Background: an optimization exercise with open tools, aiming at small area and a short achievable clock period. Do not read the settings as production practice.
At most, simulation tests tie the RTL to the original design; equivalence was not proved.
No functional check of the RTL was part of run 2.

==> flow/design.v, too long to show whole: its modules and the start of the top module <==
// module varcic_fa: 10 lines
// module varcic_ha: 9 lines
// module varcic_pgn: 11 lines
// module varcic_gn: 8 lines
// module varcic_pgp: 11 lines
// module varcic_gp: 8 lines
// module varcic_kdec: 14 lines
// module varcic_out: 25 lines
// module varcic_mc: 7946 lines
module varcic_mc #(
  parameter int STAGES    = 5,
  parameter int IN_WIDTH  = 18,
  parameter int OUT_WIDTH = 18,
  parameter int ACC_WIDTH = 48,
  parameter int CHANNELS  = 2
) (
  input  logic                          clock,
  input  logic                          reset,
  input  logic [5:0]                    decimation,
  input  logic [5:0]                    out_shift,
  input  logic                          in_strobe,
  input  logic [CHANNELS*IN_WIDTH-1:0]  in_data,
  output logic                          out_strobe,
  output logic [CHANNELS*OUT_WIDTH-1:0] out_data,
  output logic                          overflow
);
  // ...
==> flow/flow/run.sh <==
#!/bin/bash
set -euo pipefail
export SETUP_SLACK_MARGIN=11.3
export BUFFER_PORTS_ARGS="-buffer_cell sky130_fd_sc_hd__buf_4"
bash standard.sh > standard_flow.log 2>&1
==> flow/standard.sh <==
#!/bin/bash
# synth_recipe.tcl (not shown) runs the flow's synth.tcl, then flattens the netlist and writes it again
# the make line also repeats each setting of config.mk as NAME=value (left out here)
make -C /OpenROAD-flow-scripts/flow DESIGN_CONFIG=/design/flow/config.mk WORK_HOME=/design/flow/orfs CLKGATE_MAP_FILE= SYNTH_SCRIPT=/design/flow/synth_recipe.tcl "${@:-finish}"
==> flow/config.mk <==
export PLATFORM = sky130hd
export DESIGN_NAME = varcic_mc
export DESIGN_NICKNAME = varcic_mc
export VERILOG_FILES = /design/flow/design.v
export SDC_FILE = /design/flow/constraint.sdc
export NUM_CORES = 4
export LEC_CHECK = 0
export CAP_MARGIN = 20
export CORE_MARGIN = 2
export CORE_UTILIZATION = 55
export CTS_BUF_LIST = sky130_fd_sc_hd__clkbuf_8
export SLEW_MARGIN = 20
export SYNTH_HIERARCHICAL = 1
export SYNTH_MINIMUM_KEEP_SIZE = 0
==> flow/constraint.sdc <==
create_clock -name core_clock -period 16.0 [get_ports {clock}]
set_input_delay 3.2000 -clock core_clock [delete_from_list [all_inputs] [get_ports {clock}]]
set_output_delay 3.2000 -clock core_clock [all_outputs]
set_load 0.01 [all_outputs]
==> out/qor.txt, run 1 <==
Status: timing/DRC/antenna clean
NonClk Buf Share: 3.92%
Critical path fanouts, max: 6
Post-Syn Area per Cell: 14.2 um^2
Final routed DRC violation total: 0
Slew HR: 27.9%
Largest family of logic cells by synthesized area: adder cells
Layout Cell Area excl Fill: 104000 um^2
DR WL met3: 8700 um
Worst path depth: 17
Min-Delay Endpoint: ch0_3[47]
Synth Warn #: 12
Crit path time final: 4830 ps
Post-Synth Simple-Gate Area: 6.32%
Final TNS setup: 0 ps
First-pass GRT wire length: 347000 um
Max Used Layer: met5
WL final: 226000 um
Clock-pin transition on the worst setup and hold timing paths: 70 ps
Top Usage Layer GRT: met2
Synth async-reset ratio: 0%
Via density: 5.55
CTS tree: yes
Initial antenna violation count: 3
Post-Synth XOR/XNOR Area: 2.00%
Synth cell types: 70
Pre-CTS WS: 9890 ps
==> module varcic_out, before the edit <==
module varcic_out (
  input  logic [47:0] c,
  input  logic [4:0]  s,
  input  logic [30:0] mask,
  output logic [17:0] val,
  output logic        hit
);
  logic [32:0] r1;
  logic [24:0] r2;
  logic [20:0] r3;
  logic [18:0] r4;
  logic [17:0] r5;
  logic        same;
  always_comb begin
    for (int i = 0; i < 32; i++) r1[i] = s[4] ? c[i+16] : c[i];
    r1[32] = ~s[4] & c[32];
    for (int i = 0; i < 25; i++) r2[i] = s[3] ? r1[i+8] : r1[i];
    for (int i = 0; i < 21; i++) r3[i] = s[2] ? r2[i+4] : r2[i];
    for (int i = 0; i < 19; i++) r4[i] = s[1] ? r3[i+2] : r3[i];
    for (int i = 0; i < 18; i++) r5[i] = s[0] ? r4[i+1] : r4[i];
    same = (&(c[47:17] | ~mask)) | (&(~c[47:17] | ~mask));
    hit  = ~same;
    val  = same ? r5 : {c[47], {17{~c[47]}}};
  end
endmodule
==> run 2: changes to the inputs <==
--- a/flow/design.v
+++ b/flow/design.v
@@ -66,37 +66,41 @@
       hi[i] = (sh[5:3] == 3'(i));
     end
     for (int j = 0; j < 29; j++) k[j] = hi[(j + 1) >> 3] & lo[(j + 1) & 7];
     k[29] = (|hi[7:4]) | (hi[3] & (lo[6] | lo[7]));
   end
 endmodule
 module varcic_out (
   input  logic [47:0] c,
-  input  logic [4:0]  s,
+  input  logic [3:0]  oh_lo,
+  input  logic [7:0]  oh_hi,
   input  logic [30:0] mask,
   output logic [17:0] val,
   output logic        hit
 );
-  logic [32:0] r1;
-  logic [24:0] r2;
-  logic [20:0] r3;
-  logic [18:0] r4;
-  logic [17:0] r5;
+  logic [45:0] m;
+  logic [17:0] r;
   logic        same;
   always_comb begin
-    for (int i = 0; i < 32; i++) r1[i] = s[4] ? c[i+16] : c[i];
-    r1[32] = ~s[4] & c[32];
-    for (int i = 0; i < 25; i++) r2[i] = s[3] ? r1[i+8] : r1[i];
-    for (int i = 0; i < 21; i++) r3[i] = s[2] ? r2[i+4] : r2[i];
-    for (int i = 0; i < 19; i++) r4[i] = s[1] ? r3[i+2] : r3[i];
-    for (int i = 0; i < 18; i++) r5[i] = s[0] ? r4[i+1] : r4[i];
+    for (int p = 0; p < 46; p++) begin
+      m[p] = 1'b0;
+      for (int u = 0; u < 4; u++) begin
+        if (p + u < 48) m[p] = m[p] | (c[p+u] & oh_lo[u]);
+      end
+    end
+    for (int i = 0; i < 18; i++) begin
+      r[i] = 1'b0;
+      for (int w = 0; w < 8; w++) begin
+        if (i + 4 * w < 46) r[i] = r[i] | (m[i+4*w] & oh_hi[w]);
+      end
+    end
     same = (&(c[47:17] | ~mask)) | (&(~c[47:17] | ~mask));
     hit  = ~same;
-    val  = same ? r5 : {c[47], {17{~c[47]}}};
+    val  = same ? r : {c[47], {17{~c[47]}}};
   end
 endmodule
 module varcic_mc #(
   parameter int STAGES    = 5,
   parameter int IN_WIDTH  = 18,
   parameter int OUT_WIDTH = 18,
   parameter int ACC_WIDTH = 48,
   parameter int CHANNELS  = 2
@@ -114,16 +118,18 @@
   localparam int W = ACC_WIDTH;
   logic [5:0]   dec_eff;
   logic [5:0]   r_lat;
   logic         r_one;
   logic [5:0]   cnt;
   logic [5:0]   s_cur;
   logic [4:0]   s_lat;
   logic [30:0]  s_mask;
+  logic [3:0]   s_lo;
+  logic [7:0]   s_hi;
   logic         dec_change;
   logic         clr;
   logic         comb_strobe;
   logic [2:0]   flush_cnt;
   logic         flush_done;
   logic         out_en;
   logic [W-1:0]         c_rnd [CHANNELS];
   logic [OUT_WIDTH-1:0] sat_val [CHANNELS];
@@ -139,21 +145,24 @@
   assign out_en     = comb_strobe & flush_done & ~clr;
   assign out_strobe = out_strobe_r;
   assign out_data   = out_data_r;
   assign overflow   = overflow_r;
   logic [29:0] k_rnd0, k_rnd1;
   varcic_kdec u_kdec0 (.sh(out_shift), .k(k_rnd0));
   varcic_kdec u_kdec1 (.sh(out_shift), .k(k_rnd1));
   always_comb begin
+    for (int u = 0; u < 4; u++) s_lo[u] = (s_lat[1:0] == 2'(u));
+    for (int w = 0; w < 8; w++) s_hi[w] = (s_lat[4:2] == 3'(w));
     s_mask = '0;
     for (int j = 0; j < 31; j++) s_mask[j] = (5'(j) >= s_lat);
   end
   for (genvar k = 0; k < CHANNELS; k++) begin : g_out
-    varcic_out u_out (.c(c_rnd[k]), .s(s_lat), .mask(s_mask), .val(sat_val[k]), .hit(sat_hit[k]));
+    varcic_out u_out (.c(c_rnd[k]), .oh_lo(s_lo), .oh_hi(s_hi), .mask(s_mask), .val(sat_val[k]),
+                      .hit(sat_hit[k]));
   end
   always_ff @(posedge clock) begin
     s_lat       <= s_cur[4:0];
     r_lat       <= dec_eff;
     r_one       <= (dec_eff == 6'd1);
     comb_strobe <= 1'b0;
     if (clr) begin
       cnt <= 6'd0;
==> run 2 against run 1 <==
Clock-buffer cell count up 15; sequential share of layout area down 0.087 points; critical path depth up 3; die area is 0.31% higher; largest cell class unchanged; global-route usage is 0.66 points higher; via count grew 2.6%; synthesized cell count up 1.0%; still clean on timing, DRC and antenna; setup slack got worse by 23 ps; final area grew 0.34%; register-to-register slack got worse by 20 ps; routed wire length up 2.5%.
==> out/qor.txt, run 2 <==
Status: timing/DRC/antenna clean
Area Growth Syn to Fin: 17.8%
Gr usage total: 29.3%
CP arrival: 5720 ps
Final routed DRC violation total: 0 (unchanged)
Pre-CTS WS: 9430 ps (-461 ps)
Final TNS setup: 0 ps (unchanged)
Post-Synth XOR/XNOR Area: 2.00% (-0.0061 points)
Slowest cell delay on critical path: 590 ps
CP Class: reg -> reg
Critical path cell sequence: fa_2, fa_1, ha_4, nand2_4, nor2_4, buf_12, nand2_4, nor2_4, nand2_1, o21ai_2, xor2_1, buf_4, buf_4, a221oi_2, nand4_1, buf_4, o22a_4, mux2_4, mux2i_2, nor2_1
Critical path fanouts, max: 6 (unchanged)
Unrepaired setup endpoints after global routing: true
CTS tree: yes
Sequential area share after synthesis: 41.5%
WL final: 231000 um (+2.5%)
Post-Synth Adder-Cell Area: 35.6%
Clock-pin transition on the worst setup and hold timing paths: 70 ps (about the same)
DIE AREA: 164000 um^2
Synth top area cells: edfxtp_1 36%, fa_1 31%, dfxtp_1 5.7%
Type of origin of the critical path: register
Mapped Area: 88600 um^2
Initial Utilization: 55.3%
Max-slew violations: 0
CTS sink cnt: 1308
Htree depth: 4
Synth Warn #: 12 (unchanged)
Worst Setup End Kind: register
First-pass GRT wire length: 354000 um (+1.8%)
WHS: 414 ps
R2R depth: 20
Post-Synth Simple-Gate Area: 6.28% (-0.041 points)
Post-Syn Area per Cell: 14.1 um^2 (-0.71%)
Synth cell types: 62 (-11%)
Slew HR: 23.5% (-4.4 points)
Routed WL per cell: 25.0 um
Final net count: 8632
Worst Hold Depth: 0
Cell repeated most along the worst path: buf_4
Top-count cell post-synth: fa_1
Fin Clk Skew: 56.7 ps
Flop-to-flop setup slack: 11150 ps
Worst path required time: 16860 ps
Largest net degree at the start of global routing: 143
ANT nets after route: 0
Setup Viol. Count Final: 0
CTS root buffer: clkbuf_8
Post-synthesis mux area share: 1.35%
Yosys reg bits: 1308
Post-route setup slack: 11150 ps
Commonest non-fill, non-tap cells in the layout: 1290 x fa_1, 1056 x edfxtp_1, 685 x inv_1
Fmax: 206 MHz
Crit-path leading delay family: adder cells
Crit path time final: 4850 ps (+23.4 ps)
Post-synth top area share: 35.8%
Rows: 147
Layout Cell Area excl Fill: 104000 um^2 (+0.34%)
Die X: 405 um
Most instantiated cells after synthesis: 1356 x fa_1, 1056 x edfxtp_1, 632 x inv_1, 354 x a21oi_2, 348 x ha_1
Num CTS Buffers: 225
Die Height: 405 um
Post-synth EDFFs: 1056
Clock Path Buffers: 3
Hold buffer count at cts: 0
Vias in the first global route: 57500
Largest family of logic cells by synthesized area: adder cells
Routability Congestion: 0.964
Drt pass-1 iters: 8
Syn Inst Count: 6283
Core Region: 160000 um^2
Main flop type after synthesis: edfxtp_1
Final hold vios: 0
Slowest CP cell: fa_2
Compound-cell area share of the yosys netlist: 9.81%
Area after DPL: 91900 um^2
Grt ovf: 0
Net Count, Synth: 8038
I/O pin cnt: 89
Synth async-reset ratio: 0% (unchanged)
Placed wire-length estimate: 178000 um
Via density: 5.59 (+0.85%)
Most common cell after layout, fill and taps aside: fa_1
Final Cycle Share: 30.3%
Initial antenna violation count: 7 (+4)
Number of max-cap violations: 0
PortBufs: 88
Worst-margin pin slew: 1140 ps
Via Count: 51700
Buf/Inv on CP: 4
Layout cell share with drive strength beyond 1: 30.3%
HP Class: reg -> reg
Area leader, netlist: edfxtp_1
Clock latency (worst-skew pair): 1020 ps
Worst path depth: 20 (+3)
1st-iter DRT viols: 4019
-- run 2: final cells by class --
cell class | instances | area, um^2
multi-input cells | 4189 | 53500
repair buffers | 511 | 4180
inverters | 642 | 2410
diodes | 4 | 10.0
well taps | 2160 | 2700
clock buffers | 255 | 3510
fillers | 12000 | 55900
clock inverters | 164 | 1100
flip-flops and latches | 1308 | 36900
-- run 2: per-module statistics from Yosys (local to each module, per instance) --
module	cell area (um^2)	flops+latches	cells
varcic_fa	20.0	0	1
varcic_gn	8.76	0	1
varcic_gp	5.00	0	1
varcic_ha	12.5	0	1
varcic_kdec	248	0	45
varcic_mc	44900	1308	2769
varcic_out	2560	0	351
varcic_pgn	12.5	0	2
varcic_pgp	12.5	0	2
-- run 2: worst register-to-register path, stage by stage, from the launching register on --
cell and delay (ps):
edfxtp_1 440, fa_2 590, fa_1 480, ha_4 360, nand2_4 100, nor2_4 160, buf_12 130, nand2_4 70
nor2_4 210, nand2_1 100, o21ai_2 190, xor2_1 90, buf_4 170, buf_4 170, a221oi_2 300, nand4_1 200
buf_4 190, o22a_4 240, mux2_4 320, mux2i_2 150, nor2_1 60
-- run 2: logic make-up (layout without fill, tap and decap cells) --
logic type | Yosys count | in the layout
adders and majority gates | 1704 | 1704
DFF | 1308 | 1308
and+or+nand+nor | 1118 | 1118
AOI/OAI and AO/OA | 1053 | 1059
buffers and inverters | 792 | 1572
xor gates and xnor gates | 202 | 202
muxes | 106 | 106
other | 0 | 4
-- run 2: final timing paths --
check                           startpoint             end
worst min register to register   ch0_2[47]       ch0_3[47]
worst max register to register    iac1[30]  out_data_r[27]
worst min-delay path             ch0_2[47]       ch0_3[47]
worst max-delay path              iac1[30]  out_data_r[27]
-- run 2: metal layers --
metal	vias to the layer above	GRT usage (%)	routed length, um
met5	-	0	0
met4	0	12.1	10800
met3	528	4.07	11300
met2	1524	48.6	114000
met1	26900	39.0	94800
li1	22700	-	-
-- run 2: timing repair --
action / 4_1_cts / 5_1_grt
cloned: 6 / 1
buffers inserted: 293 / 73
endpoints found under the setup margin: 295 / 281
pin swaps: 185 / 178
endpoints found under the hold margin: 0 / 0
resized for setup: 865 / 153
-- run 2: metrics by stage --
stage | utilization, % | cells
3_3_place_gp | 57.4 | 8437
3_5_place_dp | 57.4 | 8437
5_1_grt | 65.1 | 9233
6_report | 65.1 | 9233
2_1_floorplan | - | 6283
4_1_cts | 64.2 | 9155

==> separate check: timing with driven ports <==
In the flow no input, the clock included, has a driving cell. The finished layouts below were timed again as built, in two steps.
Step 1: set_driving_cell puts a clkbuf_16 on clock and a buf_2 on each other input, an assumption about the parent block.
Step 2 adds t to the input delays and takes it off the output delays; t is the mean of the earliest and latest rising clock arrival at the registers after step 1. Input paths then give back, and output paths get back, about the clock's delay inside the block.
a / b / c = no drivers / after step 1 / after step 2; a / b = the first two.
run | shift t [ns] | setup slack, ns | worst setup path after step 2 | slew at the worst register clock pin (ns) | worst slew at a driven data input, ns
run 1 | 1.050 | 11.170 / 11.155 / 10.373 | input to register | 0.07 / 0.07 | 0.13
run 2 | 1.069 | 11.147 / 11.147 / 10.365 | input to register | 0.07 / 0.07 | 0.29
After both steps setup and hold are still met in every run listed. For run 1, which loses most, drivers alone change the setup slack by -0.015 ns; drivers and shift together by -0.797 ns.
